Source: an optimization exercise on an open RTL-to-GDS flow (aim: small area, a short achievable clock period and few clock cycles per item). Production flows keep margins and buffers that such runs may drop. At most, simulation tests tie the RTL to the original design; equivalence was not proved. Power is estimated from default activity; no workload was simulated.

==> job 5795: inputs <==
Design tx_zc_phase_gen, start of the top module:
module tx_zc_phase_gen #(
    parameter int NZC_W  = tx_zc_pkg::ZC_NZC_W_DEF,
    parameter int OUT_W  = tx_zc_pkg::ZC_OUT_W_DEF,
    parameter int INV_W  = tx_zc_pkg::ZC_INV_W_DEF,
    parameter int PH_W   = NZC_W + 5
) (
    input  logic             sys_clk,
    input  logic             rst,
    input  logic             start,
    input  logic             abort,
    input  logic [NZC_W-1:0] zc_N_zc,
    input  logic [NZC_W-1:0] zc_len,
    input  logic [NZC_W-1:0] zc_start_index,
    input  logic [PH_W-1:0]  zc_Q,
    input  logic [PH_W-1:0]  zc_P,
    input  logic [INV_W-1:0] zc_inv_T,
    input  logic             theta_ready,
    output logic             theta_valid,
    output logic [OUT_W-1:0] theta_data,
    output logic             theta_last,
    output logic             busy,
    output logic             cfg_err
);
Settings: LEC_CHECK=0, CAP_MARGIN=5, CORE_MARGIN=2, CORE_UTILIZATION=40, CTS_BUF_LIST=sky130_fd_sc_hd__clkbuf_8, CTS_CLUSTER_DIAMETER=60, CTS_CLUSTER_SIZE=20, SETUP_SLACK_MARGIN=4.0, SLEW_MARGIN=5, TNS_END_PERCENT=10; clock period 8.0 ns.
standard.sh (not shown) runs the stock make flow with config.mk's settings and CLKGATE_MAP_FILE= SYNTH_SCRIPT=/design/flow/synth_recipe.tcl, a recipe that flattens the netlist after the stock synthesis.
==> flow/flow/run.sh <==
#!/bin/bash
# The standard layout, with the ports buffered by buf_1 cells instead of the
# default choice of buffer cell.
set -euo pipefail
export BUFFER_PORTS_ARGS="-buffer_cell sky130_fd_sc_hd__buf_1"
bash standard.sh > standard.log 2>&1
==> job 4436: changes against job 5795 <==
--- a/flow/design.v
+++ b/flow/design.v
@@ -22,17 +22,16 @@
     logic [18:0] pp3;
     logic [18:0] pp4;
     logic [18:0] pp5;
     logic [18:0] pp6;
     logic [18:0] pp7;
     logic [18:0] pp8;
     logic [34:0] ra, rb;
-    logic [34:6] r_a, r_b;
-    logic        r_sgn, r_c6;
-    logic [6:0]  w_l6;
+    logic [34:0] r_a, r_b;
+    logic        r_sgn;
     logic s1;
     logic c2;
     logic s3;
     logic c4;
     logic s5;
     logic c6;
     logic s7;
@@ -732,27 +731,23 @@
     assign rb[31] = c298;
     assign ra[32] = s301;
     assign rb[32] = c300;
     assign ra[33] = s303;
     assign rb[33] = c302;
     assign ra[34] = s305;
     assign rb[34] = c304;
-    assign w_l6 = {1'b0, ra[5:0]} + {1'b0, rb[5:0]};
     always_ff @(posedge clk) begin
         if (i_en) begin
-            r_a   <= ra[34:6];
-            r_b   <= rb[34:6];
+            r_a   <= ra[34:0];
+            r_b   <= rb[34:0];
             r_sgn <= r_dsgn;
-            r_c6  <= w_l6[6];
         end
     end
-    logic [22:6] w_lo;
-    logic [17:0] w_sum;
-    assign w_sum = {r_a[22:6], r_c6} + {r_b[22:6], r_c6};
-    assign w_lo  = w_sum[17:1];
+    logic [22:0] w_lo;
+    assign w_lo = r_a[22:0] + r_b[22:0];
     assign o_p  = w_lo[22:6];
     logic [34:17] w_p, w_o, w_g;
     logic         w_z0, w_z1;
     assign w_p   = r_a[34:17] ^ r_b[34:17];
     assign w_o   = r_a[34:17] | r_b[34:17];
     assign w_g   = r_a[34:17] & r_b[34:17];
     assign w_z0  = !w_lo[17] && (w_o[33:17] == w_p[34:18]);
@@ -801,20 +796,20 @@
     logic [11:0]        r_mc;    
     logic               r_wrap;  
     logic               r_usep;  
     logic signed [16:0] r_th;    
     logic [16:0]        r_e;     
     logic [4:0]         r_z;     
     logic [4:0]         r_pm;    
-    logic [13:0] w_3n;
+    logic [13:0] w_3n_in;
     logic [14:0] w_qc_a, w_qc_b, w_qc_s, w_qc_c, w_qc_r;
-    logic [14:0] w_pc_s, w_pc_c, w_pc_r;
-    logic [15:0] w_q2_a, w_q2_b, w_q2_s, w_q2_c, w_q2x;
+    logic [14:0] w_pc_a, w_pc_b, w_pc_s, w_pc_c, w_pc_r;
     logic        w_cfg_ok, w_accept, w_adv, w_step, w_done, w_last_step;
     logic [16:0] w_t, w_half;
+    logic [17:0] w_q2x;
     logic [16:0] w_q2;
     logic [18:0] w_tha, w_thb, w_tnx, w_hnx, w_ths, w_s1, w_c1, w_ths_m, w_s2, w_c2, w_thc;
     logic [16:0] w_th_nxt;
     logic        w_wrap_nxt, w_e0_nxt;
     logic [16:0] w_ea;
     logic [18:0] w_eq, w_tx, w_ed, w_s3, w_c3, w_edt;
     logic [16:0] w_e_nxt;
@@ -824,38 +819,36 @@
     logic [4:0]  w_z_nxt, w_zth5;
     logic [16:0] w_zth;
     logic [17:0] w_mul_b;
     logic [11:0] w_sat;
     logic [16:0] w_prod;
     logic        w_th_ld;
     logic [16:0] w_th_d;
+    assign w_3n_in  = 14'(zc_N_zc) + {1'b0, zc_N_zc, 1'b0};
     assign w_qc_a   = {3'b000, zc_N_zc};
-    assign w_qc_b   = ~{1'b0, zc_N_zc, 2'b00};
-    assign w_qc_s   = w_qc_a ^ w_qc_b ^ {1'b0, zc_Q[16:3]};
-    assign w_qc_c   = {(w_qc_a[13:0] & w_qc_b[13:0]) | ((w_qc_a[13:0] | w_qc_b[13:0]) & zc_Q[16:3]), 1'b1};
+    assign w_qc_b   = {2'b00, zc_N_zc, 1'b0};
+    assign w_qc_s   = w_qc_a ^ w_qc_b ^ ~{1'b0, zc_Q[16:3]};
+    assign w_qc_c   = {(w_qc_a[13:0] & w_qc_b[13:0]) | ((w_qc_a[13:0] | w_qc_b[13:0]) & ~zc_Q[16:3]), 1'b0};
     assign w_qc_r   = w_qc_s + w_qc_c;
-    assign w_pc_s   = w_qc_a ^ w_qc_b ^ {1'b0, zc_P[16:3]};
-    assign w_pc_c   = {(w_qc_a[13:0] & w_qc_b[13:0]) | ((w_qc_a[13:0] | w_qc_b[13:0]) & zc_P[16:3]), 1'b1};
+    assign w_pc_a   = w_qc_a;
+    assign w_pc_b   = w_qc_b;
+    assign w_pc_s   = w_pc_a ^ w_pc_b ^ ~{1'b0, zc_P[16:3]};
+    assign w_pc_c   = {(w_pc_a[13:0] & w_pc_b[13:0]) | ((w_pc_a[13:0] | w_pc_b[13:0]) & ~zc_P[16:3]), 1'b0};
     assign w_pc_r   = w_pc_s + w_pc_c;
     assign w_cfg_ok = (zc_N_zc[11:2] != '0 || zc_N_zc[1:0] == 2'd3) && (zc_len != '0) &&
-                      (zc_start_index < zc_len) && w_qc_r[14] && w_pc_r[14];
+                      (zc_start_index < zc_len) && !w_qc_r[14] && !w_pc_r[14];
     assign w_accept = !r_busy && start && w_cfg_ok;
     assign w_adv       = !(r_out_valid && !theta_ready);
     assign w_step      = w_adv && r_ph_run;
     assign w_last_step = (r_rem == 12'd1);
     assign w_done      = r_out_valid && r_out_last && theta_ready;
     assign w_t    = {r_t3, 3'b000};
     assign w_half = {1'b0, r_t3, 2'b00};
-    assign w_3n    = 14'(r_nzc) + {1'b0, r_nzc, 1'b0};
-    assign w_q2_a  = {4'b0000, r_nzc};
-    assign w_q2_b  = ~{2'b00, r_nzc, 2'b00};
-    assign w_q2_s  = w_q2_a ^ w_q2_b ^ {1'b0, r_q[16:2]};
-    assign w_q2_c  = {(w_q2_a[14:0] & w_q2_b[14:0]) | ((w_q2_a[14:0] | w_q2_b[14:0]) & r_q[16:2]), 1'b1};
-    assign w_q2x   = w_q2_s + w_q2_c;
-    assign w_q2    = w_q2x[15] ? {r_q[15:0], 1'b0} : {w_q2x[13:0], r_q[1:0], 1'b0};
+    assign w_q2x = {r_q, 1'b0} - {1'b0, w_t};
+    assign w_q2  = w_q2x[17] ? {r_q[15:0], 1'b0} : w_q2x[16:0];
     assign w_tha  = {r_th[16], r_th[16], r_th};
     assign w_thb  = {2'b00, r_e};
     assign w_tnx  = ~{2'b00, w_t};
     assign w_hnx  = ~{2'b00, w_half};
     assign w_ths  = w_tha + w_thb;
     assign w_s1   = w_tha ^ w_thb ^ w_tnx;
     assign w_c1   = {(w_tha[17:0] & w_thb[17:0]) | (w_tha[17:0] & w_tnx[17:0]) | (w_thb[17:0] & w_tnx[17:0]), 1'b1};
@@ -893,20 +886,22 @@
     assign w_pm = {w_p3, r_p[2:0]};
     assign w_zl_s  = {1'b0, r_z[2:0]} + {1'b0, r_pm[2:0]};
     assign w_z_nxt = {add3(add3(r_z[4:3], r_pm[4:3]), {1'b0, w_zl_s[3]}), w_zl_s[2:0]};
     assign w_zth5  = (r_z[4:3] == 2'd2) ? {2'b11, r_z[2:0]} :
                      (r_z[4:3] == 2'd1 && r_z[2]) ? {2'b10, r_z[2:0]} : {1'b0, r_z[3], r_z[2:0]};
     assign w_zth   = {{12{w_zth5[4]}}, w_zth5};
     always_comb begin
-        if (r_ph_q2)      w_th_d = '0;
-        else if (r_ph_w3) w_th_d = w_prod;
-        else if (r_wrap)  w_th_d = w_zth;
-        else              w_th_d = w_th_nxt;
+        w_th_ld = 1'b1;
+        w_th_d  = w_th_nxt;
+        if (r_ph_q2)                  w_th_d = '0;
+        else if (w_step && r_wrap)    w_th_d = w_zth;
+        else if (w_step)              w_th_d = w_th_nxt;
+        else if (w_adv && r_ph_w3)    w_th_d = w_prod;
+        else                          w_th_ld = 1'b0;
     end
-    assign w_th_ld = r_ph_q2 || (w_adv && (r_ph_run || r_ph_w3));
     assign w_mul_b = r_ph_w2 ? {r_nzc, 6'b000000} : r_inv;
     tx_zc_mul u_mul (.clk(sys_clk), .i_en(w_adv), .i_th(r_th), .i_inv(w_mul_b),
                      .o_y(w_sat), .o_p(w_prod));
     assign w_e0_nxt   = !rst && !abort && r_busy && r_ph_q2;
     assign w_wrap_nxt = r_ph_q2 ? 1'b0 : (w_step ? (!r_wrap && r_mc == 12'd2) : r_wrap);
     always_ff @(posedge sys_clk) begin
         if (rst || abort) begin
@@ -956,14 +951,15 @@
                 r_out_last  <= r_s2_last;
             end
         end
     end
     always_ff @(posedge sys_clk) begin
         if (r_idle) begin
             r_nzc  <= zc_N_zc;
+            r_t3   <= w_3n_in;
             r_q    <= zc_Q;
             r_p    <= zc_P;
             r_inv  <= zc_inv_T;
             r_rem  <= zc_len;
             r_skip <= zc_start_index;
         end else begin
             if (r_ph_q2) r_q <= w_q2;
@@ -973,15 +969,14 @@
             end
         end
     end
     always_ff @(posedge sys_clk) begin
         if (w_th_ld) begin
             r_th <= w_th_d;
         end
-        r_t3   <= w_3n;
         r_wrap <= w_wrap_nxt;
         r_usep <= w_e0_nxt || w_wrap_nxt;
         if (r_ph_q2) begin
             r_mc   <= r_nzc;
             r_pm   <= w_pm;
             r_z    <= w_pm;
         end
==> flow/run.sh (new file) <==
#!/bin/bash
# synth_recipe.tcl (not shown) runs the flow's synth.tcl, then flattens the netlist and writes it again
# the make line also repeats each setting of config.mk as NAME=value (left out here)
make -C /OpenROAD-flow-scripts/flow DESIGN_CONFIG=/design/flow/config.mk WORK_HOME=/design/flow/orfs CLKGATE_MAP_FILE= SYNTH_SCRIPT=/design/flow/synth_recipe.tcl finish
CAP_MARGIN = 20   (was 5)
CTS_BUF_LIST = default   (was sky130_fd_sc_hd__clkbuf_8)
CTS_CLUSTER_DIAMETER = default   (was 60)
CTS_CLUSTER_SIZE = default   (was 20)
SETUP_SLACK_MARGIN = 4.3   (was 4.0)
SLEW_MARGIN = 20   (was 5)
TNS_END_PERCENT = default   (was 10)
removed: flow/flow/run.sh
removed: flow/standard.sh
==> job 2909: changes against job 5795 <==
--- a/flow/design.v
+++ b/flow/design.v
@@ -962,26 +962,28 @@
             r_nzc  <= zc_N_zc;
             r_q    <= zc_Q;
             r_p    <= zc_P;
             r_inv  <= zc_inv_T;
             r_rem  <= zc_len;
             r_skip <= zc_start_index;
         end else begin
-            if (r_ph_q2) r_q <= w_q2;
+            if (r_ph_q2) begin
+                r_q  <= w_q2;
+                r_t3 <= w_3n;
+            end
             if (w_step) begin
                 r_rem <= r_rem - 12'd1;
                 if (r_skip != '0) r_skip <= r_skip - 12'd1;
             end
         end
     end
     always_ff @(posedge sys_clk) begin
         if (w_th_ld) begin
             r_th <= w_th_d;
         end
-        r_t3   <= w_3n;
         r_wrap <= w_wrap_nxt;
         r_usep <= w_e0_nxt || w_wrap_nxt;
         if (r_ph_q2) begin
             r_mc   <= r_nzc;
             r_pm   <= w_pm;
             r_z    <= w_pm;
         end
==> flow/flow/run.sh (replaced) <==
#!/bin/bash
# The standard layout, with the ports buffered by buf_2 cells instead of the
# default choice of buffer cell.
set -euo pipefail
export BUFFER_PORTS_ARGS="-buffer_cell sky130_fd_sc_hd__buf_2"
bash standard.sh > standard.log 2>&1
CAP_MARGIN = 20   (was 5)
GPL_TIMING_DRIVEN = 1   (was default)
SLEW_MARGIN = 20   (was 5)
TNS_END_PERCENT = default   (was 10)
==> job 6196: changes against job 5795 <==
--- a/flow/design.v
+++ b/flow/design.v
@@ -22,15 +22,17 @@
     logic [18:0] pp3;
     logic [18:0] pp4;
     logic [18:0] pp5;
     logic [18:0] pp6;
     logic [18:0] pp7;
     logic [18:0] pp8;
     logic [34:0] ra, rb;
-    logic [34:6] r_a, r_b;
+    logic [22:6] r_a, r_b;
+    logic [34:23] w_hp, w_ho, w_hg;
+    logic        r_p23, r_z0h, r_z1h;
     logic        r_sgn, r_c6;
     logic [6:0]  w_l6;
     logic s1;
     logic c2;
     logic s3;
     logic c4;
     logic s5;
@@ -733,34 +735,41 @@
     assign ra[32] = s301;
     assign rb[32] = c300;
     assign ra[33] = s303;
     assign rb[33] = c302;
     assign ra[34] = s305;
     assign rb[34] = c304;
     assign w_l6 = {1'b0, ra[5:0]} + {1'b0, rb[5:0]};
+    assign w_hp = ra[34:23] ^ rb[34:23];
+    assign w_ho = ra[34:23] | rb[34:23];
+    assign w_hg = ra[34:23] & rb[34:23];
     always_ff @(posedge clk) begin
         if (i_en) begin
-            r_a   <= ra[34:6];
-            r_b   <= rb[34:6];
+            r_a   <= ra[22:6];
+            r_b   <= rb[22:6];
+            r_p23 <= w_hp[23];
+            r_z0h <= (w_ho[33:23] == w_hp[34:24]);
+            r_z1h <= (w_hg[33:23] == ~w_hp[34:24]);
             r_sgn <= r_dsgn;
             r_c6  <= w_l6[6];
         end
     end
     logic [22:6] w_lo;
     logic [17:0] w_sum;
     assign w_sum = {r_a[22:6], r_c6} + {r_b[22:6], r_c6};
     assign w_lo  = w_sum[17:1];
     assign o_p  = w_lo[22:6];
-    logic [34:17] w_p, w_o, w_g;
+    logic [23:17] w_p;
+    logic [22:17] w_o, w_g;
     logic         w_z0, w_z1;
-    assign w_p   = r_a[34:17] ^ r_b[34:17];
-    assign w_o   = r_a[34:17] | r_b[34:17];
-    assign w_g   = r_a[34:17] & r_b[34:17];
-    assign w_z0  = !w_lo[17] && (w_o[33:17] == w_p[34:18]);
-    assign w_z1  = w_lo[17] && (w_g[33:17] == ~w_p[34:18]);
+    assign w_p   = {r_p23, r_a[22:17] ^ r_b[22:17]};
+    assign w_o   = r_a[22:17] | r_b[22:17];
+    assign w_g   = r_a[22:17] & r_b[22:17];
+    assign w_z0  = !w_lo[17] && (w_o == w_p[23:18]) && r_z0h;
+    assign w_z1  = w_lo[17] && (w_g == ~w_p[23:18]) && r_z1h;
     assign o_y   = (w_z0 || w_z1) ? w_lo[17:6] : (r_sgn ? 12'h800 : 12'h7ff);
 endmodule
 module tx_zc_phase_gen #(
     parameter int NZC_W  = tx_zc_pkg::ZC_NZC_W_DEF,
     parameter int OUT_W  = tx_zc_pkg::ZC_OUT_W_DEF,
     parameter int INV_W  = tx_zc_pkg::ZC_INV_W_DEF,
     parameter int PH_W   = NZC_W + 5
@@ -962,26 +971,28 @@
             r_nzc  <= zc_N_zc;
             r_q    <= zc_Q;
             r_p    <= zc_P;
             r_inv  <= zc_inv_T;
             r_rem  <= zc_len;
             r_skip <= zc_start_index;
         end else begin
-            if (r_ph_q2) r_q <= w_q2;
+            if (r_ph_q2) begin
+                r_q  <= w_q2;
+                r_t3 <= w_3n;
+            end
             if (w_step) begin
                 r_rem <= r_rem - 12'd1;
                 if (r_skip != '0) r_skip <= r_skip - 12'd1;
             end
         end
     end
     always_ff @(posedge sys_clk) begin
         if (w_th_ld) begin
             r_th <= w_th_d;
         end
-        r_t3   <= w_3n;
         r_wrap <= w_wrap_nxt;
         r_usep <= w_e0_nxt || w_wrap_nxt;
         if (r_ph_q2) begin
             r_mc   <= r_nzc;
             r_pm   <= w_pm;
             r_z    <= w_pm;
         end
==> flow/flow/run.sh (replaced) <==
#!/bin/bash
# The standard layout, with the ports buffered by buf_2 cells instead of the
# default choice of buffer cell.
set -euo pipefail
export BUFFER_PORTS_ARGS="-buffer_cell sky130_fd_sc_hd__buf_2"
bash standard.sh > standard.log 2>&1
CAP_MARGIN = 20   (was 5)
SLEW_MARGIN = 20   (was 5)
TNS_END_PERCENT = default   (was 10)
==> notes <==
Total power, highest first: job 5795, job 2909, job 6196, job 4436.
In job 6196 the clock power is lower than in job 5795, by about 3%.
Of job 6196 and job 2909, job 2909 has the higher sequential share of layout area (gap 2.5 points).
Synthesized cell count, lowest first: job 4436, job 5795, job 6196, job 2909.
Register-to-register slack, highest first: job 4436, job 2909, job 5795, job 6196.
Between job 4436 and job 6196, the lower critical path depth is in job 4436 (gap 2).
Hold slack, highest first: job 2909, job 6196, job 5795, job 4436.
The highest cell count belongs to job 6196, the lowest to job 5795.
Testbench counts of job 2909, summed over its fixed seeds: cycles 47,060, items 46,621.
No functional check of the RTL was part of job 5795, job 4436 and job 6196.

[separate check: timing with driven ports]
In the flow no input, the clock included, has a driving cell. The finished layouts below were timed again as built, in two steps. Step 1 sets driving cells, clkbuf_16 on the clock port and buf_2 on the other inputs (assumed; they add their load-dependent delay and slew). Step 2 adds t to the input delays and takes it off the output delays; t is the mean of the earliest and latest rising clock arrival at the registers after step 1. Input paths then give back, and output paths get back, about the clock's delay inside the block. Slacks: ideal ports / drivers / drivers and shift; pairs: ideal ports / drivers.
run | t, ns | setup slack, ns | worst setup path after step 2
job 5795 | 0.714 | 3.955 / 3.955 / 3.473 | input to register
job 4436 | 0.627 | 4.123 / 4.123 / 3.823 | input to register
job 2909 | 0.671 | 4.074 / 4.074 / 3.489 | input to register
job 6196 | 0.724 | 3.720 / 3.720 / 3.577 | input to register
After both steps setup and hold are still met in every run listed. For job 2909, which loses most, drivers alone change the setup slack by 0.000 ns; drivers and shift together by -0.585 ns.
